This is an optimization exercise on Yosys and OpenROAD, whose aim is small area, a short achievable clock period and few clock cycles per item, not a production implementation.
The RTL was checked by simulation tests, not by an equivalence proof against the original design.
Power is estimated from default activity; no workload was simulated.

==> inputs of job 3194 <==
==> flow/design.v <==
`timescale 1ns / 1ps
`default_nettype none
package sli_pkg;
   localparam int FUNC_W   = 2;
   localparam int ITEM_W   = 32;
   localparam int STATUS_W = 2;
   localparam int POS_W    = 5;
   localparam int CNT_W    = 6;
   typedef enum logic [FUNC_W-1:0] {
      FUNC_INSERT = 2'd0,
      FUNC_REMOVE = 2'd1,
      FUNC_CLEAR  = 2'd2
   } func_type;
   typedef enum logic [STATUS_W-1:0] {
      STATUS_DONE      = 2'd0,
      STATUS_FULL      = 2'd1,
      STATUS_NOT_FOUND = 2'd2
   } status_type;
endpackage
`default_nettype wire
`timescale 1ns / 1ps
`default_nettype none
module sli_enc #(
   parameter int WIDTH = 8
) (
   input  wire  [WIDTH-1:0]              hit,
   output logic [$clog2(WIDTH+1)-1:0]    count
);
   localparam int CW = $clog2(WIDTH + 1);
   if (WIDTH == 1) begin : g_leaf
      assign count = hit;
   end else begin : g_node
      localparam int LW = WIDTH / 2;
      localparam int RW = WIDTH - LW;
      logic [$clog2(LW+1)-1:0] lo;
      logic [$clog2(RW+1)-1:0] hi;
      sli_enc #(.WIDTH(LW)) u_lo (.hit(hit[LW-1:0]),     .count(lo));
      sli_enc #(.WIDTH(RW)) u_hi (.hit(hit[WIDTH-1:LW]), .count(hi));
      assign count = CW'(lo) + CW'(hi);
   end
endmodule
`default_nettype wire
`timescale 1ns / 1ps
`default_nettype none
module sli_cell #(
   parameter int VALUE_WIDTH = 32
) (
   input  wire                    clock,
   input  wire                    reset,
   input  wire  [VALUE_WIDTH-1:0] wr_item,    
   input  wire  [VALUE_WIDTH-1:0] nxt_item,   
   input  wire  [1:0]             nxt_lt,     
   input  wire  [1:0]             nxt_eq,     
   input  wire                    load,
   input  wire                    set,
   input  wire                    kill,
   output logic                   valid,
   output logic                   lt,
   output logic                   eq
);
   localparam int HW = VALUE_WIDTH / 2;
   logic [VALUE_WIDTH-1:0] value_ff;
   logic                   valid_ff;
   logic [1:0]             lt_ff;
   logic [1:0]             eq_ff;
   logic [1:0]             c_lt;
   logic [1:0]             c_eq;
   assign valid = valid_ff;
   assign lt    = lt_ff[1] || (eq_ff[1] && lt_ff[0]);
   assign eq    = eq_ff[1] && eq_ff[0];
   assign c_lt[1] = valid_ff && ($signed(value_ff[VALUE_WIDTH-1:HW]) < $signed(nxt_item[VALUE_WIDTH-1:HW]));
   assign c_eq[1] = valid_ff && (value_ff[VALUE_WIDTH-1:HW] == nxt_item[VALUE_WIDTH-1:HW]);
   assign c_lt[0] = (value_ff[HW-1:0] < nxt_item[HW-1:0]);
   assign c_eq[0] = (value_ff[HW-1:0] == nxt_item[HW-1:0]);
   always_ff @(posedge clock) begin
      if (load) begin
         value_ff <= wr_item;
      end
   end
   always_ff @(posedge clock) begin
      if (reset || kill) begin
         valid_ff <= 1'b0;
      end else if (set) begin
         valid_ff <= 1'b1;
      end
   end
   always_ff @(posedge clock) begin
      if (kill) begin
         lt_ff <= 2'b00;
         eq_ff <= 2'b00;
      end else if (set) begin
         lt_ff <= nxt_lt;
         eq_ff <= nxt_eq;
      end else begin
         lt_ff <= c_lt;
         eq_ff <= c_eq;
      end
   end
endmodule
`default_nettype wire
`timescale 1ns / 1ps
`default_nettype none
module sorted_list_insert_remove #(
   parameter int CAPACITY    = 32,
   parameter int VALUE_WIDTH = 32
) (
   input  wire                                clock,
   input  wire                                reset,
   input  wire                                req_valid,
   output logic                               req_ready,
   input  wire  [sli_pkg::FUNC_W-1:0]         req_func,
   input  wire  signed [sli_pkg::ITEM_W-1:0]  req_item_value,
   output logic                               rsp_valid,
   input  wire                                rsp_ready,
   output logic [sli_pkg::STATUS_W-1:0]       rsp_status,
   output logic [sli_pkg::POS_W-1:0]          rsp_position,
   output logic [sli_pkg::CNT_W-1:0]          rsp_comparisons,
   output logic [sli_pkg::CNT_W-1:0]          rsp_moves,
   output logic [sli_pkg::CNT_W-1:0]          rsp_entry_count,
   output logic                               rsp_is_empty,
   output logic                               rsp_is_full
);
   localparam int NUM_W  = $clog2(CAPACITY + 1);           
   localparam int GROUPS = 8;
   localparam int GW     = CAPACITY / GROUPS;              
   localparam int GC_W   = $clog2(GW + 1);                 
   localparam int PC_W   = $clog2(2 * GW + 1);             
   localparam int QC_W   = $clog2(4 * GW + 1);             
   localparam int CTL_W  = sli_pkg::STATUS_W + 2 + NUM_W;  
   localparam int WORD_W = sli_pkg::STATUS_W + sli_pkg::POS_W + 3 * sli_pkg::CNT_W + 2;
   localparam int POST   = 6;                              
   localparam int QD     = 3;                              
   function automatic logic [CAPACITY-1:0] prefix_or(input logic [CAPACITY-1:0] x);
      logic [CAPACITY-1:0] p;
      p = x;
      for (int d = 1; d < CAPACITY; d = d * 2) begin
         for (int i = CAPACITY - 1; i >= 0; i--) begin
            if ((i / d) % 2 == 1) begin
               p[i] = p[i] | p[(i / d) * d - 1];
            end
         end
      end
      prefix_or = {p[CAPACITY-2:0], 1'b0};
   endfunction
   logic                        ready_ff;
   logic                        in_vld_ff;
   logic [sli_pkg::FUNC_W-1:0]  in_func_ff;
   logic [VALUE_WIDTH-1:0]      in_item_ff;
   logic [VALUE_WIDTH-1:0]      in_item_n_ff;
   logic [1:0]                  nxt_lt [2];
   logic [1:0]                  nxt_eq [2];
   logic [VALUE_WIDTH-1:0]      nxt_item [2];
   logic                        ex_vld_ff;
   logic [sli_pkg::FUNC_W-1:0]  ex_func_ff;
   logic [VALUE_WIDTH-1:0]      ex_item_ff;
   logic                        adv;
   logic                        fire;
   logic                        full;
   logic                        f_ins;
   logic                        f_rem;
   logic                        f_clr;
   logic                        found;
   logic [CAPACITY-1:0]         slot_valid;
   logic [CAPACITY-1:0]         slot_lt;
   logic [CAPACITY-1:0]         slot_eq;
   logic [CAPACITY-1:0]         free_sel;
   logic [CAPACITY-1:0]         rem_sel;
   logic [NUM_W-1:0]            count_ff;
   logic [NUM_W-1:0]            count_in;
   logic [CTL_W-1:0]            ex_ctl;
   logic [GC_W-1:0]             g_cnt [GROUPS];
   logic                        r1_vld_ff, r2_vld_ff, r3_vld_ff;
   logic                        r1_hold, r2_hold, r3_hold;
   logic [CTL_W-1:0]            r1_ctl_ff, r2_ctl_ff, r3_ctl_ff;
   logic [GC_W-1:0]             r1_g_ff [GROUPS];
   logic [PC_W-1:0]             r2_p_ff [GROUPS/2];
   logic [QC_W-1:0]             r3_lo_ff, r3_hi_ff;
   logic [sli_pkg::STATUS_W-1:0] w_status;
   logic                        w_posen;
   logic                        w_ins;
   logic [NUM_W-1:0]            w_count;
   logic [NUM_W-1:0]            rank;
   logic [NUM_W-1:0]            shift;
   logic [NUM_W-1:0]            lo_n;
   logic [NUM_W-1:0]            hi_n;
   logic [sli_pkg::POS_W-1:0]   pos;
   logic [WORD_W-1:0]           word;
   logic [POST-1:0]             post_ff;       
   logic [POST-1:0]             post_in;
   logic                        take;
   logic                        push;
   logic                        q_full;
   logic [QD-1:0]               q_vld_ff;
   logic [WORD_W-1:0]           q_word_ff [QD];
   logic                        in_vld_in;
   logic                        ex_vld_in;
   logic                        space_in;
   assign full  = count_ff[NUM_W-1];
   assign fire  = ex_vld_ff;
   assign adv   = in_vld_ff && !post_ff[POST-1];
   assign f_ins = (ex_func_ff == sli_pkg::FUNC_INSERT);
   assign f_rem = (ex_func_ff == sli_pkg::FUNC_REMOVE);
   assign f_clr = (ex_func_ff == sli_pkg::FUNC_CLEAR);
   assign take  = q_vld_ff[0] && rsp_ready;
   assign req_ready = ready_ff;
   assign post_in   = (adv && !take) ? {post_ff[POST-2:0], 1'b1} :
                      (take && !adv) ? {1'b0, post_ff[POST-1:1]} : post_ff;
   assign space_in  = !post_in[POST-1];
   assign in_vld_in = ready_ff ? req_valid : (in_vld_ff && !adv);
   assign ex_vld_in = adv;
   always_ff @(posedge clock) begin
      if (reset) begin
         ready_ff  <= 1'b1;
         in_vld_ff <= 1'b0;
         ex_vld_ff <= 1'b0;
         post_ff   <= '0;
      end else begin
         ready_ff  <= !in_vld_in || space_in;
         in_vld_ff <= in_vld_in;
         ex_vld_ff <= ex_vld_in;
         post_ff   <= post_in;
      end
   end
   always_ff @(posedge clock) begin
      if (ready_ff) begin
         in_func_ff   <= req_func;
         in_item_ff   <= VALUE_WIDTH'(req_item_value);
         in_item_n_ff <= ~req_item_value;
      end
      ex_func_ff <= in_func_ff;
      ex_item_ff <= in_item_ff;
   end
   assign nxt_item[0] = in_item_ff;
   assign nxt_item[1] = ~in_item_n_ff;
   for (genvar h = 0; h < 2; h++) begin : g_nxt
      assign nxt_lt[h][1] = $signed(ex_item_ff[VALUE_WIDTH-1:VALUE_WIDTH/2]) < $signed(nxt_item[h][VALUE_WIDTH-1:VALUE_WIDTH/2]);
      assign nxt_eq[h][1] = (ex_item_ff[VALUE_WIDTH-1:VALUE_WIDTH/2] == nxt_item[h][VALUE_WIDTH-1:VALUE_WIDTH/2]);
      assign nxt_lt[h][0] = (ex_item_ff[VALUE_WIDTH/2-1:0] < nxt_item[h][VALUE_WIDTH/2-1:0]);
      assign nxt_eq[h][0] = (ex_item_ff[VALUE_WIDTH/2-1:0] == nxt_item[h][VALUE_WIDTH/2-1:0]);
   end
   assign free_sel = ~slot_valid & ~prefix_or(~slot_valid);
   assign rem_sel  = slot_eq & ~prefix_or(slot_eq);
   assign found    = |slot_eq;
   for (genvar i = 0; i < CAPACITY; i++) begin : g_slot
      sli_cell #(
         .VALUE_WIDTH(VALUE_WIDTH)
      ) u_cell (
         .clock    (clock),
         .reset    (reset),
         .wr_item  (ex_item_ff),
         .nxt_item (nxt_item[i / (CAPACITY / 2)]),
         .nxt_lt   (nxt_lt[i / (CAPACITY / 2)]),
         .nxt_eq   (nxt_eq[i / (CAPACITY / 2)]),
         .load     (free_sel[i]),
         .set      (fire && f_ins && free_sel[i]),
         .kill     ((fire && f_clr) || (fire && f_rem && rem_sel[i])),
         .valid    (slot_valid[i]),
         .lt       (slot_lt[i]),
         .eq       (slot_eq[i])
      );
   end
   always_comb begin
      count_in = count_ff;
      if (fire && f_clr) begin
         count_in = '0;
      end else if (fire && f_ins && !full) begin
         count_in = count_ff + NUM_W'(1);
      end else if (fire && f_rem && found) begin
         count_in = count_ff - NUM_W'(1);
      end
   end
   always_ff @(posedge clock) begin
      if (reset) begin
         count_ff <= '0;
      end else begin
         count_ff <= count_in;
      end
   end
   assign ex_ctl = {(f_ins && full)  ? sli_pkg::STATUS_FULL :
                    (f_rem && !found) ? sli_pkg::STATUS_NOT_FOUND : sli_pkg::STATUS_DONE,
                    f_ins ? !full : (f_rem && found),
                    f_ins && !full,
                    count_in};
   for (genvar g = 0; g < GROUPS; g++) begin : g_grp
      sli_enc #(
         .WIDTH(GW)
      ) u_cnt (
         .hit   (slot_lt[g*GW +: GW]),
         .count (g_cnt[g])
      );
   end
   assign q_full  = q_vld_ff[QD-1];
   assign r3_hold = r3_vld_ff && q_full && !rsp_ready;
   assign r2_hold = r2_vld_ff && r3_hold;
   assign r1_hold = r1_vld_ff && r2_hold;
   assign push    = r3_vld_ff && !r3_hold;
   always_ff @(posedge clock) begin
      if (reset) begin
         r1_vld_ff <= 1'b0;
         r2_vld_ff <= 1'b0;
         r3_vld_ff <= 1'b0;
      end else begin
         if (!r1_hold) r1_vld_ff <= fire;
         if (!r2_hold) r2_vld_ff <= r1_vld_ff;
         if (!r3_hold) r3_vld_ff <= r2_vld_ff;
      end
   end
   always_ff @(posedge clock) begin
      if (!r1_hold) begin
         for (int g = 0; g < GROUPS; g++) begin
            r1_g_ff[g] <= g_cnt[g];
         end
         r1_ctl_ff <= ex_ctl;
      end
      if (!r2_hold) begin
         for (int g = 0; g < GROUPS / 2; g++) begin
            r2_p_ff[g] <= PC_W'(r1_g_ff[2*g]) + PC_W'(r1_g_ff[2*g+1]);
         end
         r2_ctl_ff <= r1_ctl_ff;
      end
      if (!r3_hold) begin
         r3_lo_ff  <= QC_W'(r2_p_ff[0]) + QC_W'(r2_p_ff[1]);
         r3_hi_ff  <= QC_W'(r2_p_ff[2]) + QC_W'(r2_p_ff[3]);
         r3_ctl_ff <= r2_ctl_ff;
      end
   end
   assign {w_status, w_posen, w_ins, w_count} = r3_ctl_ff;
   assign rank  = NUM_W'(r3_lo_ff) + NUM_W'(r3_hi_ff);
   assign lo_n  = ~{{(NUM_W-QC_W){1'b0}}, r3_lo_ff};
   assign hi_n  = ~{{(NUM_W-QC_W){1'b0}}, r3_hi_ff};
   assign shift = w_count + lo_n + hi_n + NUM_W'(1);
   assign pos   = w_posen ? sli_pkg::POS_W'(rank) : '0;
   assign word  = {w_status,
                   pos,
                   w_ins ? sli_pkg::CNT_W'(rank) : sli_pkg::CNT_W'(0),
                   w_ins ? sli_pkg::CNT_W'(shift) : sli_pkg::CNT_W'(0),
                   sli_pkg::CNT_W'(w_count),
                   w_count == '0,
                   w_count == NUM_W'(CAPACITY)};
   always_ff @(posedge clock) begin
      if (reset) begin
         q_vld_ff <= '0;
      end else begin
         for (int k = 0; k < QD; k++) begin
            logic stay;
            logic here;
            stay = take ? ((k + 1 < QD) && q_vld_ff[(k + 1) % QD]) : q_vld_ff[k];
            here = (k == 0) || (take ? q_vld_ff[k] : q_vld_ff[(k + QD - 1) % QD]);
            q_vld_ff[k] <= stay || (push && here);
         end
      end
   end
   always_ff @(posedge clock) begin
      for (int k = 0; k < QD; k++) begin
         if (take) begin
            q_word_ff[k] <= ((k + 1 < QD) && q_vld_ff[(k + 1) % QD]) ? q_word_ff[(k + 1) % QD] : word;
         end else if (!q_vld_ff[k]) begin
            q_word_ff[k] <= word;
         end
      end
   end
   assign rsp_valid = q_vld_ff[0];
   assign {rsp_status, rsp_position, rsp_comparisons, rsp_moves,
           rsp_entry_count, rsp_is_empty, rsp_is_full} = q_word_ff[0];
endmodule
`default_nettype wire
==> flow/run.sh <==
#!/bin/bash
# synth_recipe.tcl (not shown) runs the flow's synth.tcl, then flattens the netlist and writes it again
# the make line also repeats each setting of config.mk as NAME=value (left out here)
make -C /OpenROAD-flow-scripts/flow DESIGN_CONFIG=/design/flow/config.mk WORK_HOME=/design/flow/orfs CLKGATE_MAP_FILE= SYNTH_SCRIPT=/design/flow/synth_recipe.tcl finish
==> flow/config.mk <==
export PLATFORM = sky130hd
export DESIGN_NAME = sorted_list_insert_remove
export DESIGN_NICKNAME = sorted_list_insert_remove
export VERILOG_FILES = /design/flow/design.v
export SDC_FILE = /design/flow/constraint.sdc
export NUM_CORES = 4
export LEC_CHECK = 0
export CAP_MARGIN = 20
export CORE_MARGIN = 2
export CORE_UTILIZATION = 40
export SETUP_SLACK_MARGIN = 2.7
export SLEW_MARGIN = 20
==> flow/constraint.sdc <==
create_clock -name core_clock -period 5.5 [get_ports {clock}]
set_input_delay 1.1000 -clock core_clock [delete_from_list [all_inputs] [get_ports {clock}]]
set_output_delay 1.1000 -clock core_clock [all_outputs]
set_load 0.01 [all_outputs]
==> job 9584: changes against job 3194 <==
==> flow/design.v, changed modules only <==
module sli_cell #(
   parameter int VALUE_WIDTH = 32
) (
   input  wire                    clock,
   input  wire                    reset,
   input  wire  [VALUE_WIDTH-1:0] wr_item,    
   input  wire  [VALUE_WIDTH-1:0] nxt_item,   
   input  wire  [1:0]             nxt_lt,     
   input  wire  [1:0]             nxt_eq,     
   input  wire                    adv,        
   input  wire                    load,
   input  wire                    set,
   input  wire                    kill,
   output logic                   valid,
   output logic                   lt,
   output logic                   eq
);
   localparam int HW = VALUE_WIDTH / 2;
   logic [VALUE_WIDTH-1:0] value_ff;
   logic                   valid_ff;
   logic [1:0]             lt_ff;
   logic [1:0]             eq_ff;
   logic [1:0]             c_lt;
   logic [1:0]             c_eq;
   assign valid = valid_ff;
   assign lt    = lt_ff[1] || (eq_ff[1] && lt_ff[0]);
   assign eq    = eq_ff[1] && eq_ff[0];
   assign c_lt[1] = valid_ff && ($signed(value_ff[VALUE_WIDTH-1:HW]) < $signed(nxt_item[VALUE_WIDTH-1:HW]));
   assign c_eq[1] = valid_ff && (value_ff[VALUE_WIDTH-1:HW] == nxt_item[VALUE_WIDTH-1:HW]);
   assign c_lt[0] = (value_ff[HW-1:0] < nxt_item[HW-1:0]);
   assign c_eq[0] = (value_ff[HW-1:0] == nxt_item[HW-1:0]);
   always_ff @(posedge clock) begin
      if (load) begin
         value_ff <= wr_item;
      end
   end
   always_ff @(posedge clock) begin
      if (reset || kill) begin
         valid_ff <= 1'b0;
      end else if (set) begin
         valid_ff <= 1'b1;
      end
   end
   always_ff @(posedge clock) begin
      if (adv) begin
         if (kill) begin
            lt_ff <= 2'b00;
            eq_ff <= 2'b00;
         end else if (set) begin
            lt_ff <= nxt_lt;
            eq_ff <= nxt_eq;
         end else begin
            lt_ff <= c_lt;
            eq_ff <= c_eq;
         end
      end
   end
endmodule
module sorted_list_insert_remove #(
   parameter int CAPACITY    = 32,
   parameter int VALUE_WIDTH = 32
) (
   input  wire                                clock,
   input  wire                                reset,
   input  wire                                req_valid,
   output logic                               req_ready,
   input  wire  [sli_pkg::FUNC_W-1:0]         req_func,
   input  wire  signed [sli_pkg::ITEM_W-1:0]  req_item_value,
   output logic                               rsp_valid,
   input  wire                                rsp_ready,
   output logic [sli_pkg::STATUS_W-1:0]       rsp_status,
   output logic [sli_pkg::POS_W-1:0]          rsp_position,
   output logic [sli_pkg::CNT_W-1:0]          rsp_comparisons,
   output logic [sli_pkg::CNT_W-1:0]          rsp_moves,
   output logic [sli_pkg::CNT_W-1:0]          rsp_entry_count,
   output logic                               rsp_is_empty,
   output logic                               rsp_is_full
);
   localparam int NUM_W  = $clog2(CAPACITY + 1);           
   localparam int GROUPS = 8;
   localparam int GW     = CAPACITY / GROUPS;              
   localparam int GC_W   = $clog2(GW + 1);                 
   localparam int PC_W   = $clog2(2 * GW + 1);             
   localparam int QC_W   = $clog2(4 * GW + 1);             
   localparam int CTL_W  = sli_pkg::STATUS_W + 2 + NUM_W;  
   localparam int WORD_W = sli_pkg::STATUS_W + sli_pkg::POS_W + 3 * sli_pkg::CNT_W + 2;
   localparam int POST   = 5;                              
   function automatic logic [CAPACITY-1:0] prefix_or(input logic [CAPACITY-1:0] x);
      logic [CAPACITY-1:0] p;
      p = x;
      for (int d = 1; d < CAPACITY; d = d * 2) begin
         for (int i = CAPACITY - 1; i >= 0; i--) begin
            if ((i / d) % 2 == 1) begin
               p[i] = p[i] | p[(i / d) * d - 1];
            end
         end
      end
      prefix_or = {p[CAPACITY-2:0], 1'b0};
   endfunction
   logic                        ready_ff;
   logic                        in_vld_ff;
   logic [sli_pkg::FUNC_W-1:0]  in_func_ff;
   logic [VALUE_WIDTH-1:0]      in_item_ff;
   logic [VALUE_WIDTH-1:0]      in_item_n_ff;
   logic [1:0]                  nxt_lt [2];
   logic [1:0]                  nxt_eq [2];
   logic [VALUE_WIDTH-1:0]      nxt_item [2];
   logic                        ex_vld_ff;
   logic [sli_pkg::FUNC_W-1:0]  ex_func_ff;
   logic [VALUE_WIDTH-1:0]      ex_item_ff;
   logic                        adv;
   logic                        fire;
   logic                        full;
   logic                        f_ins;
   logic                        f_rem;
   logic                        f_clr;
   logic                        found;
   logic [CAPACITY-1:0]         slot_valid;
   logic [CAPACITY-1:0]         slot_lt;
   logic [CAPACITY-1:0]         slot_eq;
   logic [CAPACITY-1:0]         free_sel;
   logic [CAPACITY-1:0]         rem_sel;
   logic [NUM_W-1:0]            count_ff;
   logic [NUM_W-1:0]            count_in;
   logic [CTL_W-1:0]            ex_ctl;
   logic [GC_W-1:0]             g_cnt [GROUPS];
   logic                        r1_vld_ff, r2_vld_ff, r3_vld_ff;
   logic                        r1_hold, r2_hold, r3_hold;
   logic [CTL_W-1:0]            r1_ctl_ff, r2_ctl_ff, r3_ctl_ff;
   logic [GC_W-1:0]             r1_g_ff [GROUPS];
   logic [PC_W-1:0]             r2_p_ff [GROUPS/2];
   logic [QC_W-1:0]             r3_lo_ff, r3_hi_ff;
   logic [sli_pkg::STATUS_W-1:0] w_status;
   logic                        w_posen;
   logic                        w_ins;
   logic [NUM_W-1:0]            w_count;
   logic [NUM_W-1:0]            rank;
   logic [NUM_W-1:0]            shift;
   logic [NUM_W-1:0]            lo_n;
   logic [NUM_W-1:0]            hi_n;
   logic [sli_pkg::POS_W-1:0]   pos;
   logic [WORD_W-1:0]           word;
   logic [POST-1:0]             post_ff;       
   logic [POST-1:0]             post_in;
   logic                        take;
   logic                        push;
   logic                        q_full;
   logic                        q0_vld_ff, q1_vld_ff;
   logic [WORD_W-1:0]           q0_word_ff, q1_word_ff;
   logic                        in_vld_in;
   logic                        ex_vld_in;
   logic                        space_in;
   assign full  = count_ff[NUM_W-1];
   assign fire  = ex_vld_ff && !post_ff[POST-1];
   assign adv   = !ex_vld_ff || !post_ff[POST-1];
   assign f_ins = (ex_func_ff == sli_pkg::FUNC_INSERT);
   assign f_rem = (ex_func_ff == sli_pkg::FUNC_REMOVE);
   assign f_clr = (ex_func_ff == sli_pkg::FUNC_CLEAR);
   assign take  = q0_vld_ff && rsp_ready;
   assign req_ready = ready_ff;
   assign post_in   = (fire && !take) ? {post_ff[POST-2:0], 1'b1} :
                      (take && !fire) ? {1'b0, post_ff[POST-1:1]} : post_ff;
   assign space_in  = !post_in[POST-1];
   assign in_vld_in = ready_ff ? req_valid : (in_vld_ff && !adv);
   assign ex_vld_in = adv ? in_vld_ff : ex_vld_ff;
   always_ff @(posedge clock) begin
      if (reset) begin
         ready_ff  <= 1'b1;
         in_vld_ff <= 1'b0;
         ex_vld_ff <= 1'b0;
         post_ff   <= '0;
      end else begin
         ready_ff  <= !in_vld_in || !ex_vld_in || space_in;
         in_vld_ff <= in_vld_in;
         ex_vld_ff <= ex_vld_in;
         post_ff   <= post_in;
      end
   end
   always_ff @(posedge clock) begin
      if (ready_ff) begin
         in_func_ff   <= req_func;
         in_item_ff   <= VALUE_WIDTH'(req_item_value);
         in_item_n_ff <= ~req_item_value;
      end
      if (adv) begin
         ex_func_ff <= in_func_ff;
         ex_item_ff <= in_item_ff;
      end
   end
   assign nxt_item[0] = in_item_ff;
   assign nxt_item[1] = ~in_item_n_ff;
   for (genvar h = 0; h < 2; h++) begin : g_nxt
      assign nxt_lt[h][1] = $signed(ex_item_ff[VALUE_WIDTH-1:VALUE_WIDTH/2]) < $signed(nxt_item[h][VALUE_WIDTH-1:VALUE_WIDTH/2]);
      assign nxt_eq[h][1] = (ex_item_ff[VALUE_WIDTH-1:VALUE_WIDTH/2] == nxt_item[h][VALUE_WIDTH-1:VALUE_WIDTH/2]);
      assign nxt_lt[h][0] = (ex_item_ff[VALUE_WIDTH/2-1:0] < nxt_item[h][VALUE_WIDTH/2-1:0]);
      assign nxt_eq[h][0] = (ex_item_ff[VALUE_WIDTH/2-1:0] == nxt_item[h][VALUE_WIDTH/2-1:0]);
   end
   assign free_sel = ~slot_valid & ~prefix_or(~slot_valid);
   assign rem_sel  = slot_eq & ~prefix_or(slot_eq);
   assign found    = |slot_eq;
   for (genvar i = 0; i < CAPACITY; i++) begin : g_slot
      sli_cell #(
         .VALUE_WIDTH(VALUE_WIDTH)
      ) u_cell (
         .clock    (clock),
         .reset    (reset),
         .wr_item  (ex_item_ff),
         .nxt_item (nxt_item[i / (CAPACITY / 2)]),
         .nxt_lt   (nxt_lt[i / (CAPACITY / 2)]),
         .nxt_eq   (nxt_eq[i / (CAPACITY / 2)]),
         .adv      (adv),
         .load     (free_sel[i]),
         .set      (fire && f_ins && free_sel[i]),
         .kill     ((fire && f_clr) || (fire && f_rem && rem_sel[i])),
         .valid    (slot_valid[i]),
         .lt       (slot_lt[i]),
         .eq       (slot_eq[i])
      );
   end
   always_comb begin
      count_in = count_ff;
      if (fire && f_clr) begin
         count_in = '0;
      end else if (fire && f_ins && !full) begin
         count_in = count_ff + NUM_W'(1);
      end else if (fire && f_rem && found) begin
         count_in = count_ff - NUM_W'(1);
      end
   end
   always_ff @(posedge clock) begin
      if (reset) begin
         count_ff <= '0;
      end else begin
         count_ff <= count_in;
      end
   end
   assign ex_ctl = {(f_ins && full)  ? sli_pkg::STATUS_FULL :
                    (f_rem && !found) ? sli_pkg::STATUS_NOT_FOUND : sli_pkg::STATUS_DONE,
                    f_ins ? !full : (f_rem && found),
                    f_ins && !full,
                    count_in};
   for (genvar g = 0; g < GROUPS; g++) begin : g_grp
      sli_enc #(
         .WIDTH(GW)
      ) u_cnt (
         .hit   (slot_lt[g*GW +: GW]),
         .count (g_cnt[g])
      );
   end
   assign q_full  = q0_vld_ff && q1_vld_ff;
   assign r3_hold = r3_vld_ff && q_full && !rsp_ready;
   assign r2_hold = r2_vld_ff && r3_hold;
   assign r1_hold = r1_vld_ff && r2_hold;
   assign push    = r3_vld_ff && !r3_hold;
   always_ff @(posedge clock) begin
      if (reset) begin
         r1_vld_ff <= 1'b0;
         r2_vld_ff <= 1'b0;
         r3_vld_ff <= 1'b0;
      end else begin
         if (!r1_hold) r1_vld_ff <= fire;
         if (!r2_hold) r2_vld_ff <= r1_vld_ff;
         if (!r3_hold) r3_vld_ff <= r2_vld_ff;
      end
   end
   always_ff @(posedge clock) begin
      if (!r1_hold) begin
         for (int g = 0; g < GROUPS; g++) begin
            r1_g_ff[g] <= g_cnt[g];
         end
         r1_ctl_ff <= ex_ctl;
      end
      if (!r2_hold) begin
         for (int g = 0; g < GROUPS / 2; g++) begin
            r2_p_ff[g] <= PC_W'(r1_g_ff[2*g]) + PC_W'(r1_g_ff[2*g+1]);
         end
         r2_ctl_ff <= r1_ctl_ff;
      end
      if (!r3_hold) begin
         r3_lo_ff  <= QC_W'(r2_p_ff[0]) + QC_W'(r2_p_ff[1]);
         r3_hi_ff  <= QC_W'(r2_p_ff[2]) + QC_W'(r2_p_ff[3]);
         r3_ctl_ff <= r2_ctl_ff;
      end
   end
   assign {w_status, w_posen, w_ins, w_count} = r3_ctl_ff;
   assign rank  = NUM_W'(r3_lo_ff) + NUM_W'(r3_hi_ff);
   assign lo_n  = ~{{(NUM_W-QC_W){1'b0}}, r3_lo_ff};
   assign hi_n  = ~{{(NUM_W-QC_W){1'b0}}, r3_hi_ff};
   assign shift = w_count + lo_n + hi_n + NUM_W'(1);
   assign pos   = w_posen ? sli_pkg::POS_W'(rank) : '0;
   assign word  = {w_status,
                   pos,
                   w_ins ? sli_pkg::CNT_W'(rank) : sli_pkg::CNT_W'(0),
                   w_ins ? sli_pkg::CNT_W'(shift) : sli_pkg::CNT_W'(0),
                   sli_pkg::CNT_W'(w_count),
                   w_count == '0,
                   w_count == NUM_W'(CAPACITY)};
   always_ff @(posedge clock) begin
      if (reset) begin
         q0_vld_ff <= 1'b0;
         q1_vld_ff <= 1'b0;
      end else begin
         q0_vld_ff <= (q0_vld_ff && !take) || q1_vld_ff || push;
         q1_vld_ff <= take ? (q1_vld_ff && push) : (q1_vld_ff || (q0_vld_ff && push));
      end
   end
   always_ff @(posedge clock) begin
      if (take) begin
         q0_word_ff <= q1_vld_ff ? q1_word_ff : word;
      end else if (!q0_vld_ff) begin
         q0_word_ff <= word;
      end
      if (!q1_vld_ff || take) begin
         q1_word_ff <= word;
      end
   end
   assign rsp_valid = q0_vld_ff;
   assign {rsp_status, rsp_position, rsp_comparisons, rsp_moves,
           rsp_entry_count, rsp_is_empty, rsp_is_full} = q0_word_ff;
endmodule
--- a/flow/config.mk
+++ b/flow/config.mk
@@ -8,5 +8,7 @@
 export CAP_MARGIN = 20
 export CORE_MARGIN = 2
-export CORE_UTILIZATION = 40
+export CORE_UTILIZATION = 60
+export CTS_BUF_LIST = sky130_fd_sc_hd__clkbuf_8
+export CTS_CLUSTER_SIZE = 30
 export SETUP_SLACK_MARGIN = 2.7
 export SLEW_MARGIN = 20
==> notes.md <==
                                                                                    job 3194                   job 9584
Xor/xnor share of the synthesized area                                                0.219%                     0.229%
Layer carrying the most global-route usage                                              met2                       met1
Switching component of the power                                                     5.68 mW                    5.54 mW
Register-to-Register Setup Slack                                                     2.66 ns                    2.53 ns
Met2 routing resource usage after global routing                                       34.7%                      48.5%
Post-Synthesis Cells                                                                   5,547                      5,317
Final weighted congestion of routability-driven global placement                       0.918                      0.936
Filler Cells Inserted                                                                 15,530                      8,304
Post-synthesis instance area                                                     0.0721 mm^2                0.0728 mm^2
Crit path to                                                      g_slot[17].u_cell.lt_ff[1]  g_slot[0].u_cell.lt_ff[1]
Power per unit of standard cell area                                             289 mW/mm^2                268 mW/mm^2
Site Rows                                                                                155                        127
Seq/total area                                                                         48.6%                      50.3%
Critical path data required time                                                     6.23 ns                    6.29 ns
Result of the run                                                    complete, no violations    complete, no violations
Transition time at the pin with the least slew margin                                1.12 ns                    1.06 ns
DPL Wire Length                                                                   134,000 um                 134,000 um
Core area                                                                         0.179 mm^2                 0.120 mm^2
Testbench counts of job 3194, summed over its fixed seeds: cycles 12,048, items 12,000.
Testbench counts of job 9584, summed over its fixed seeds: cycles 12,048, items 12,000.

==> static timing again, ports no longer ideal <==
The results above use ideal ports. As a check the final layouts listed here were re-extracted and re-timed, cells and wires unchanged.
Step 1 sets driving cells, clkbuf_16 on the clock port and buf_2 on the other inputs (assumed; they add their load-dependent delay and slew).
Step 2 adds t to the input delays and takes it off the output delays; t is the mean of the earliest and latest rising clock arrival at the registers after step 1. Input paths then give back, and output paths get back, about the clock's delay inside the block.
Three values: no drivers, after step 1, after step 2; two values: the first two.
| run | t (ns) | setup slack, ns | worst data-port slew with drivers (ns) |
|---|---|---|---|
| job 3194 | 0.881 | 2.665 / 2.665 / 2.169 | 0.17 |
| job 9584 | 1.031 | 2.528 / 2.528 / 1.965 | 0.07 |
After both steps every run listed still meets setup and hold. For job 9584, which loses most, drivers alone change the setup slack by 0.000 ns; drivers and shift together by -0.563 ns.
